What follows belongs to an exercise in optimizing a design on an open flow for a short achievable clock period and few clock cycles; a production flow would make more cautious choices.
Where RTL was checked, it was by simulation tests only, not by an equivalence proof against the original.
Power figures rest on the tool's default switching activity, not on a simulated workload.

==> inputs of pepper <==
==> flow/design.v (excerpt) <==
module decode_stage_pipe
#(
  parameter int XLEN  = 32,
  parameter int IP_W  = 30,
  parameter int NREGS = 32
) (
  input  logic                clk,
  input  logic                rst,
  input  logic                clk_en,
  input  logic                in_valid,
  output logic                in_ready,
  input  logic [31:0]         inst_in,
  input  logic [IP_W-1:0]     ip_in,
  input  logic                invalid,
  input  logic                flush,
  input  logic                reg_we,
  input  logic [4:0]          rd_addr,
  input  logic [XLEN-1:0]     reg_din,
  output logic                out_valid,
  input  logic                out_ready,
  output logic [11:0]         control_word,
  output logic [31:0]         inst_out,
  output logic [IP_W-1:0]     ip_out,
  output logic [XLEN-1:0]     rs1_out,
  output logic [XLEN-1:0]     rs2_out
);
clock: 5.0 ns
lec_check: 0
abc_area: 1
cap_margin: 20
core_margin: 2
core_utilization: 65
place_density: 0.75
setup_slack_margin: 2.5
slew_margin: 20
tns_end_percent: 30
standard.sh (not shown) runs the stock make flow with config.mk's settings and CLKGATE_MAP_FILE= SYNTH_SCRIPT=/design/flow/synth_recipe.tcl, a recipe that flattens the netlist after the stock synthesis.
==> flow/flow/run.sh <==
#!/bin/bash
# Own layout flow: the standard flow (standard.sh), with the ports of the
# in_ready path (source-register fields, write-back address/enable, handshake
# and flush inputs, in_ready) kept together on one stretch of the left edge,
# so the fetch-side interlock logic sits next to its pins. Everything else is
# the standard flow, run unchanged.
set -euo pipefail
here=$(pwd)
export PRE_IO_PLACEMENT_TCL="$here/flow/io.tcl"
bash standard.sh > "$here/standard_flow.log" 2>&1
==> flow/flow/io.tcl <==
# Keep the interlock's ports together on the left edge, mid-height.
set die_h [expr {[ord::dbu_to_microns [[[ord::get_db_block] getDieArea] dy]]}]
set mid [expr {$die_h / 2.0}]
set lo [expr {int($mid - 16)}]
set hi [expr {int($mid + 16)}]
set pins {in_ready flush in_valid invalid out_ready reg_we
  rd_addr[0] rd_addr[1] rd_addr[2] rd_addr[3] rd_addr[4]
  inst_in[21] inst_in[22] inst_in[23] inst_in[24] inst_in[25]
  inst_in[7] inst_in[8] inst_in[9] inst_in[10] inst_in[11]}
puts "io.tcl: interlock ports on left:$lo-$hi"
set_io_pin_constraint -pin_names $pins -region left:$lo-$hi
==> inputs of nickel, as changes to pepper <==
--- a/flow/design.v
+++ b/flow/design.v
@@ -87,91 +87,36 @@
   function automatic logic addr_live(input logic [4:0] a, input int nregs);
     addr_live = (a != 5'd0) && ({27'd0, a} < nregs);
   endfunction
 endpackage
 module reg_scoreboard
-#(
-  parameter int NE = 2
-) (
+(
   input  logic        clk,
   input  logic        rst,
   input  logic        clk_en,
   input  logic        set_en,
-  input  logic [4:0]  set_addr,
+  input  logic [31:0] set_mask,
   input  logic        clr_en,
   input  logic [4:0]  clr_addr,
-  output logic [NE-1:0] e_v,
-  output logic [NE-1:0][4:0] e_a,
-  output logic [NE-1:0][4:0] e_a1,
-  output logic [NE-1:0][4:0] e_a2,
-  output logic [NE-1:0] e_vn,
-  output logic        ovf
+  output logic [31:0] busy
 );
-  logic [31:0] busy;
   logic [31:0] busy_nxt;
   always_comb begin
     busy_nxt = busy;
     if (clr_en) begin
       busy_nxt[clr_addr] = 1'b0;
     end
     if (set_en) begin
-      busy_nxt[set_addr] = 1'b1;
+      busy_nxt = busy_nxt | set_mask;
     end
     busy_nxt[0] = 1'b0;
   end
-  logic [NE-1:0] clr_k;
-  logic [NE-1:0] hit_k;
-  logic [NE-1:0] free_k;
-  logic [NE-1:0] take_k;
-  logic          hit;
-  logic [NE-1:0] e_v_nxt;
-  logic [NE-1:0][4:0] e_a_nxt;
-  logic          ovf_nxt;
-  always_comb begin
-    for (int k = 0; k < NE; k++) begin
-      clr_k[k]  = clr_en && (clr_addr == e_a[k]);
-      hit_k[k]  = e_v[k] && (set_addr == e_a[k]);
-      free_k[k] = !e_v[k] || clr_k[k];
-      e_v_nxt[k] = e_v[k] && !clr_k[k];
-      e_a_nxt[k] = e_a[k];
-    end
-    hit = |hit_k;
-    take_k = free_k & ~(free_k - NE'(1));
-    ovf_nxt = ovf && (busy_nxt != '0);
-    if (set_en) begin
-      if (hit) begin
-        e_v_nxt = e_v_nxt | hit_k;
-      end else if (|free_k) begin
-        e_v_nxt = e_v_nxt | take_k;
-        for (int k = 0; k < NE; k++) begin
-          if (take_k[k]) e_a_nxt[k] = set_addr;
-        end
-      end else begin
-        ovf_nxt = 1'b1;
-      end
-    end
-  end
   always_ff @(posedge clk or posedge rst) begin
     if (rst) begin
       busy <= '0;
-      e_v  <= '0;
-      e_vn <= '1;
-      ovf  <= 1'b0;
     end else if (clk_en) begin
       busy <= busy_nxt;
-      e_v  <= e_v_nxt;
-      e_vn <= ~e_v_nxt;
-      ovf  <= ovf_nxt;
-    end
-  end
-  always_ff @(posedge clk) begin
-    if (clk_en) begin
-      for (int k = 0; k < NE; k++) begin
-        e_a[k]  <= e_a_nxt[k];
-        e_a1[k] <= ~e_a_nxt[k];
-        e_a2[k] <= e_v_nxt[k] ? e_a_nxt[k] : 5'd0;
-      end
     end
   end
 endmodule
 module decode_stage_pipe
 #(
@@ -231,105 +176,69 @@
   logic wb_hit_rs2;
   assign wb_hit_rs1 = reg_we && (rd_addr == rs1);
   assign wb_hit_rs2 = reg_we && (rd_addr == rs2);
   logic [XLEN-1:0] rs1_val;
   logic [XLEN-1:0] rs2_val;
-  logic [31:1] sel1;
-  logic [31:1] sel2;
+  logic [XLEN-1:0] rf_rd [32];
   always_comb begin
+    rf_rd[0] = '0;
     for (int i = 1; i < 32; i++) begin
-      sel1[i] = (rs1 == 5'(i));
-      sel2[i] = (rs2 == 5'(i));
+      rf_rd[i] = regs[i];
     end
   end
   always_comb begin
-    rs1_val = '0;
-    rs2_val = '0;
-    for (int i = 1; i < 32; i++) begin
-      rs1_val = rs1_val | ({XLEN{sel1[i]}} & regs[i]);
-      rs2_val = rs2_val | ({XLEN{sel2[i]}} & regs[i]);
-    end
+    rs1_val = rf_rd[rs1];
+    rs2_val = rf_rd[rs2];
     if (wb_hit_rs1 && rs1 != 5'd0) begin
       rs1_val = reg_din;
     end
     if (wb_hit_rs2 && rs2 != 5'd0) begin
       rs2_val = reg_din;
     end
   end
-  logic        held_v;
-  logic        held_vn;
-  logic [4:0]  held_rd;
-  logic [4:0]  held_rd1;
-  logic [4:0]  held_rd2;
-  localparam int NE = 3;
-  logic [NE-1:0] e_v;
-  logic [NE-1:0][4:0] e_a;
-  logic [NE-1:0][4:0] e_a1;
-  logic [NE-1:0][4:0] e_a2;
-  logic [NE-1:0] e_vn;
-  logic [NE-1:0] e_hit1, e_hit2;
-  logic        sb_ovf;
-  logic        ld_in;
+  logic [31:0] held_ld;
+  logic [31:0] busy;
+  logic [31:0] ld_mask;
   logic        hz_rs1;
   logic        hz_rs2;
   logic        hazard;
-  assign ld_in = !invalid && (op == decode_pkg::OP_LOAD) && (rd != 5'd0);
   always_comb begin
-    for (int k = 0; k < NE; k++) begin
-      e_hit1[k] = e_v[k] && (e_a1[k] == ~rs1);
-      e_hit2[k] = !e_vn[k] && (e_a2[k] == rs2);
-    end
-  end
-  assign hz_rs1 = (held_v && held_rd1 == ~rs1) || (|e_hit1 && !wb_hit_rs1);
-  assign hz_rs2 = (!held_vn && held_rd2 == rs2) || (|e_hit2 && !wb_hit_rs2);
-  assign hazard = !invalid && (sb_ovf || hz_rs1 || hz_rs2);
+    ld_mask = '0;
+    if (!invalid && op == decode_pkg::OP_LOAD) begin
+      ld_mask[rd] = 1'b1;
+    end
+    ld_mask[0] = 1'b0;
+  end
+  assign hz_rs1 = held_ld[rs1] || (busy[rs1] && !wb_hit_rs1);
+  assign hz_rs2 = held_ld[rs2] || (busy[rs2] && !wb_hit_rs2);
+  assign hazard = !invalid && (hz_rs1 || hz_rs2);
   logic open_q;      
   logic xfer_in;
   logic xfer_out;
-  logic ov_n;
-  logic load_q;
-  assign open_q   = ov_n || out_ready;
-  assign load_q   = !(out_valid_q && !out_ready);
+  assign open_q   = !out_valid_q || out_ready;
   assign in_ready = open_q && !hazard && !flush;
   assign xfer_in  = in_valid && in_ready && clk_en;
   assign xfer_out = out_valid_q && out_ready && !flush && clk_en;
   always_ff @(posedge clk or posedge rst) begin
     if (rst) begin
       out_valid_q <= 1'b0;
-      ov_n        <= 1'b1;
-      held_v      <= 1'b0;
-      held_vn     <= 1'b1;
+      held_ld     <= '0;
     end else if (clk_en) begin
       if (flush) begin
         out_valid_q <= 1'b0;
-        ov_n        <= 1'b1;
-        held_v      <= 1'b0;
-        held_vn     <= 1'b1;
+        held_ld     <= '0;
       end else if (in_valid && in_ready) begin
         out_valid_q <= 1'b1;
-        ov_n        <= 1'b0;
-        held_v      <= ld_in;
-        held_vn     <= !ld_in;
+        held_ld     <= ld_mask;
       end else if (out_ready) begin
         out_valid_q <= 1'b0;
-        ov_n        <= 1'b1;
-        held_v      <= 1'b0;
-        held_vn     <= 1'b1;
-      end
-    end
-  end
-  always_ff @(posedge clk) begin
-    if (clk_en && load_q) begin
-      held_rd1 <= ~rd;
-      held_rd2 <= rd;
-      if (ld_in) begin
-        held_rd <= rd;
+        held_ld     <= '0;
       end
     end
   end
   always_ff @(posedge clk) begin
-    if (clk_en && load_q) begin
+    if (clk_en && open_q) begin
       cw_q   <= dec_cw;
       inst_q <= inst_in;
       ip_q   <= ip_in;
       rs1_q  <= rs1_val;
       rs2_q  <= rs2_val;
@@ -339,23 +248,16 @@
   assign control_word = cw_q;
   assign inst_out     = inst_q;
   assign ip_out       = ip_q;
   assign rs1_out      = rs1_q;
   assign rs2_out      = rs2_q;
-  reg_scoreboard #(
-    .NE       (NE)
-  ) u_scoreboard (
+  reg_scoreboard u_scoreboard (
     .clk      (clk),
     .rst      (rst),
     .clk_en   (clk_en),
-    .set_en   (xfer_out && held_v),
-    .set_addr (held_rd),
+    .set_en   (xfer_out),
+    .set_mask (held_ld),
     .clr_en   (reg_we),
     .clr_addr (rd_addr),
-    .e_v      (e_v),
-    .e_a      (e_a),
-    .e_a1     (e_a1),
-    .e_a2     (e_a2),
-    .e_vn     (e_vn),
-    .ovf      (sb_ovf)
+    .busy     (busy)
   );
 endmodule
==> flow/run.sh (new file) <==
#!/bin/bash
# synth_recipe.tcl (not shown) runs the flow's synth.tcl, then flattens the netlist and writes it again
# the make line also repeats each setting of config.mk as NAME=value (left out here)
make -C /OpenROAD-flow-scripts/flow DESIGN_CONFIG=/design/flow/config.mk WORK_HOME=/design/flow/orfs CLKGATE_MAP_FILE= SYNTH_SCRIPT=/design/flow/synth_recipe.tcl finish
==> flow/config.mk (replaced) <==
export PLATFORM = sky130hd
export DESIGN_NAME = decode_stage_pipe
export DESIGN_NICKNAME = decode_stage_pipe
export VERILOG_FILES = /design/flow/design.v
export SDC_FILE = /design/flow/constraint.sdc
export NUM_CORES = 4
export LEC_CHECK = 0
export CAP_MARGIN = 20
export CORE_MARGIN = 2
export CORE_UTILIZATION = 40
export PLACE_DENSITY = 0.6
export SLEW_MARGIN = 20
removed: flow/flow/run.sh
removed: flow/flow/io.tcl
removed: flow/standard.sh
==> inputs of raven, as changes to pepper <==
--- a/flow/design.v
+++ b/flow/design.v
@@ -166,11 +166,11 @@
   always_ff @(posedge clk) begin
     if (clk_en) begin
       for (int k = 0; k < NE; k++) begin
         e_a[k]  <= e_a_nxt[k];
         e_a1[k] <= ~e_a_nxt[k];
-        e_a2[k] <= e_v_nxt[k] ? e_a_nxt[k] : 5'd0;
+        e_a2[k] <= e_a_nxt[k] ^ 5'b01010;
       end
     end
   end
 endmodule
 module decode_stage_pipe
@@ -231,25 +231,20 @@
   logic wb_hit_rs2;
   assign wb_hit_rs1 = reg_we && (rd_addr == rs1);
   assign wb_hit_rs2 = reg_we && (rd_addr == rs2);
   logic [XLEN-1:0] rs1_val;
   logic [XLEN-1:0] rs2_val;
-  logic [31:1] sel1;
-  logic [31:1] sel2;
+  logic [XLEN-1:0] rf_rd [32];
   always_comb begin
+    rf_rd[0] = '0;
     for (int i = 1; i < 32; i++) begin
-      sel1[i] = (rs1 == 5'(i));
-      sel2[i] = (rs2 == 5'(i));
+      rf_rd[i] = regs[i];
     end
   end
   always_comb begin
-    rs1_val = '0;
-    rs2_val = '0;
-    for (int i = 1; i < 32; i++) begin
-      rs1_val = rs1_val | ({XLEN{sel1[i]}} & regs[i]);
-      rs2_val = rs2_val | ({XLEN{sel2[i]}} & regs[i]);
-    end
+    rs1_val = rf_rd[rs1];
+    rs2_val = rf_rd[rs2];
     if (wb_hit_rs1 && rs1 != 5'd0) begin
       rs1_val = reg_din;
     end
     if (wb_hit_rs2 && rs2 != 5'd0) begin
       rs2_val = reg_din;
@@ -274,23 +269,21 @@
   logic        hazard;
   assign ld_in = !invalid && (op == decode_pkg::OP_LOAD) && (rd != 5'd0);
   always_comb begin
     for (int k = 0; k < NE; k++) begin
       e_hit1[k] = e_v[k] && (e_a1[k] == ~rs1);
-      e_hit2[k] = !e_vn[k] && (e_a2[k] == rs2);
+      e_hit2[k] = !e_vn[k] && (e_a2[k] == (rs2 ^ 5'b01010));
     end
   end
   assign hz_rs1 = (held_v && held_rd1 == ~rs1) || (|e_hit1 && !wb_hit_rs1);
-  assign hz_rs2 = (!held_vn && held_rd2 == rs2) || (|e_hit2 && !wb_hit_rs2);
+  assign hz_rs2 = (!held_vn && held_rd2 == (rs2 ^ 5'b01010)) || (|e_hit2 && !wb_hit_rs2);
   assign hazard = !invalid && (sb_ovf || hz_rs1 || hz_rs2);
   logic open_q;      
   logic xfer_in;
   logic xfer_out;
   logic ov_n;
-  logic load_q;
   assign open_q   = ov_n || out_ready;
-  assign load_q   = !(out_valid_q && !out_ready);
   assign in_ready = open_q && !hazard && !flush;
   assign xfer_in  = in_valid && in_ready && clk_en;
   assign xfer_out = out_valid_q && out_ready && !flush && clk_en;
   always_ff @(posedge clk or posedge rst) begin
     if (rst) begin
@@ -316,20 +309,18 @@
         held_vn     <= 1'b1;
       end
     end
   end
   always_ff @(posedge clk) begin
-    if (clk_en && load_q) begin
+    if (clk_en && !flush && in_valid && in_ready) begin
+      held_rd  <= rd;
       held_rd1 <= ~rd;
-      held_rd2 <= rd;
-      if (ld_in) begin
-        held_rd <= rd;
-      end
+      held_rd2 <= rd ^ 5'b01010;
     end
   end
   always_ff @(posedge clk) begin
-    if (clk_en && load_q) begin
+    if (clk_en && open_q) begin
       cw_q   <= dec_cw;
       inst_q <= inst_in;
       ip_q   <= ip_in;
       rs1_q  <= rs1_val;
       rs2_q  <= rs2_val;
==> flow/run.sh (new file) <==
#!/bin/bash
# synth_recipe.tcl (not shown) runs the flow's synth.tcl, then flattens the netlist and writes it again
# the make line also repeats each setting of config.mk as NAME=value (left out here)
make -C /OpenROAD-flow-scripts/flow DESIGN_CONFIG=/design/flow/config.mk WORK_HOME=/design/flow/orfs CLKGATE_MAP_FILE= SYNTH_SCRIPT=/design/flow/synth_recipe.tcl finish
--- a/flow/config.mk
+++ b/flow/config.mk
@@ -6,10 +6,10 @@
 export NUM_CORES = 4
 export LEC_CHECK = 0
 export ABC_AREA = 1
 export CAP_MARGIN = 20
 export CORE_MARGIN = 2
-export CORE_UTILIZATION = 65
-export PLACE_DENSITY = 0.75
+export CORE_UTILIZATION = 40
+export PLACE_DENSITY = 0.6
 export SETUP_SLACK_MARGIN = 2.5
 export SLEW_MARGIN = 20
 export TNS_END_PERCENT = 30
removed: flow/flow/run.sh
removed: flow/flow/io.tcl
removed: flow/standard.sh
==> notes.md <==
- pepper stopped in global routing. nickel passed the timing, design-rule and antenna checks. raven passed the timing, design-rule and antenna checks.
- Between raven and nickel, the lower first-iteration DRC count is in nickel (gap about 21%, measured against nickel).
- In nickel the power is smaller than in raven, by about 5.6%.
- Between raven and nickel, the lower sequential share of layout area is in raven (gap 2.3 points).
- In raven the final area is larger than in nickel, by about 8%.
- Against raven, the count of clock-buffer cells in the layout of nickel is lower by 16.
- The highest area after synthesis belongs to pepper, the lowest to nickel.
- Sequential cell count: raven is higher than nickel (19).
- In raven the critical path depth is higher than in nickel, by 1.
- Against raven, the die area of nickel is lower by 3.7%.
Testbench counts of nickel, summed over its fixed seeds: cycles 10,083.
Testbench counts of raven, summed over its fixed seeds: cycles 10,083.
No functional check of the RTL was part of pepper.

-- re-timing with driven ports --
The results above use ideal ports. As a check the final layouts listed here were re-extracted and re-timed, cells and wires unchanged. Step 1, drivers: a clkbuf_16 drives clk and a buf_2 each remaining input, both assumed. Step 2, shift: input delay + t, output delay - t, t = (earliest + latest rising clock arrival at the registers) / 2. This alone moves slack from input paths to output paths. Three values: no drivers, after step 1, after step 2; two values: the first two.
run | t, ns | setup slack, ns | worst setup path after step 2 | worst data-port slew with drivers (ns)
nickel | 0.873 | 0.162 / 0.110 / 0.097 | input to register | 0.21
raven | 0.887 | 1.627 / 1.543 / 0.940 | input to register | 0.09
After both steps setup and hold are still met in every run listed. For raven, which loses most, drivers alone change the setup slack by -0.084 ns; drivers and shift together by -0.687 ns.
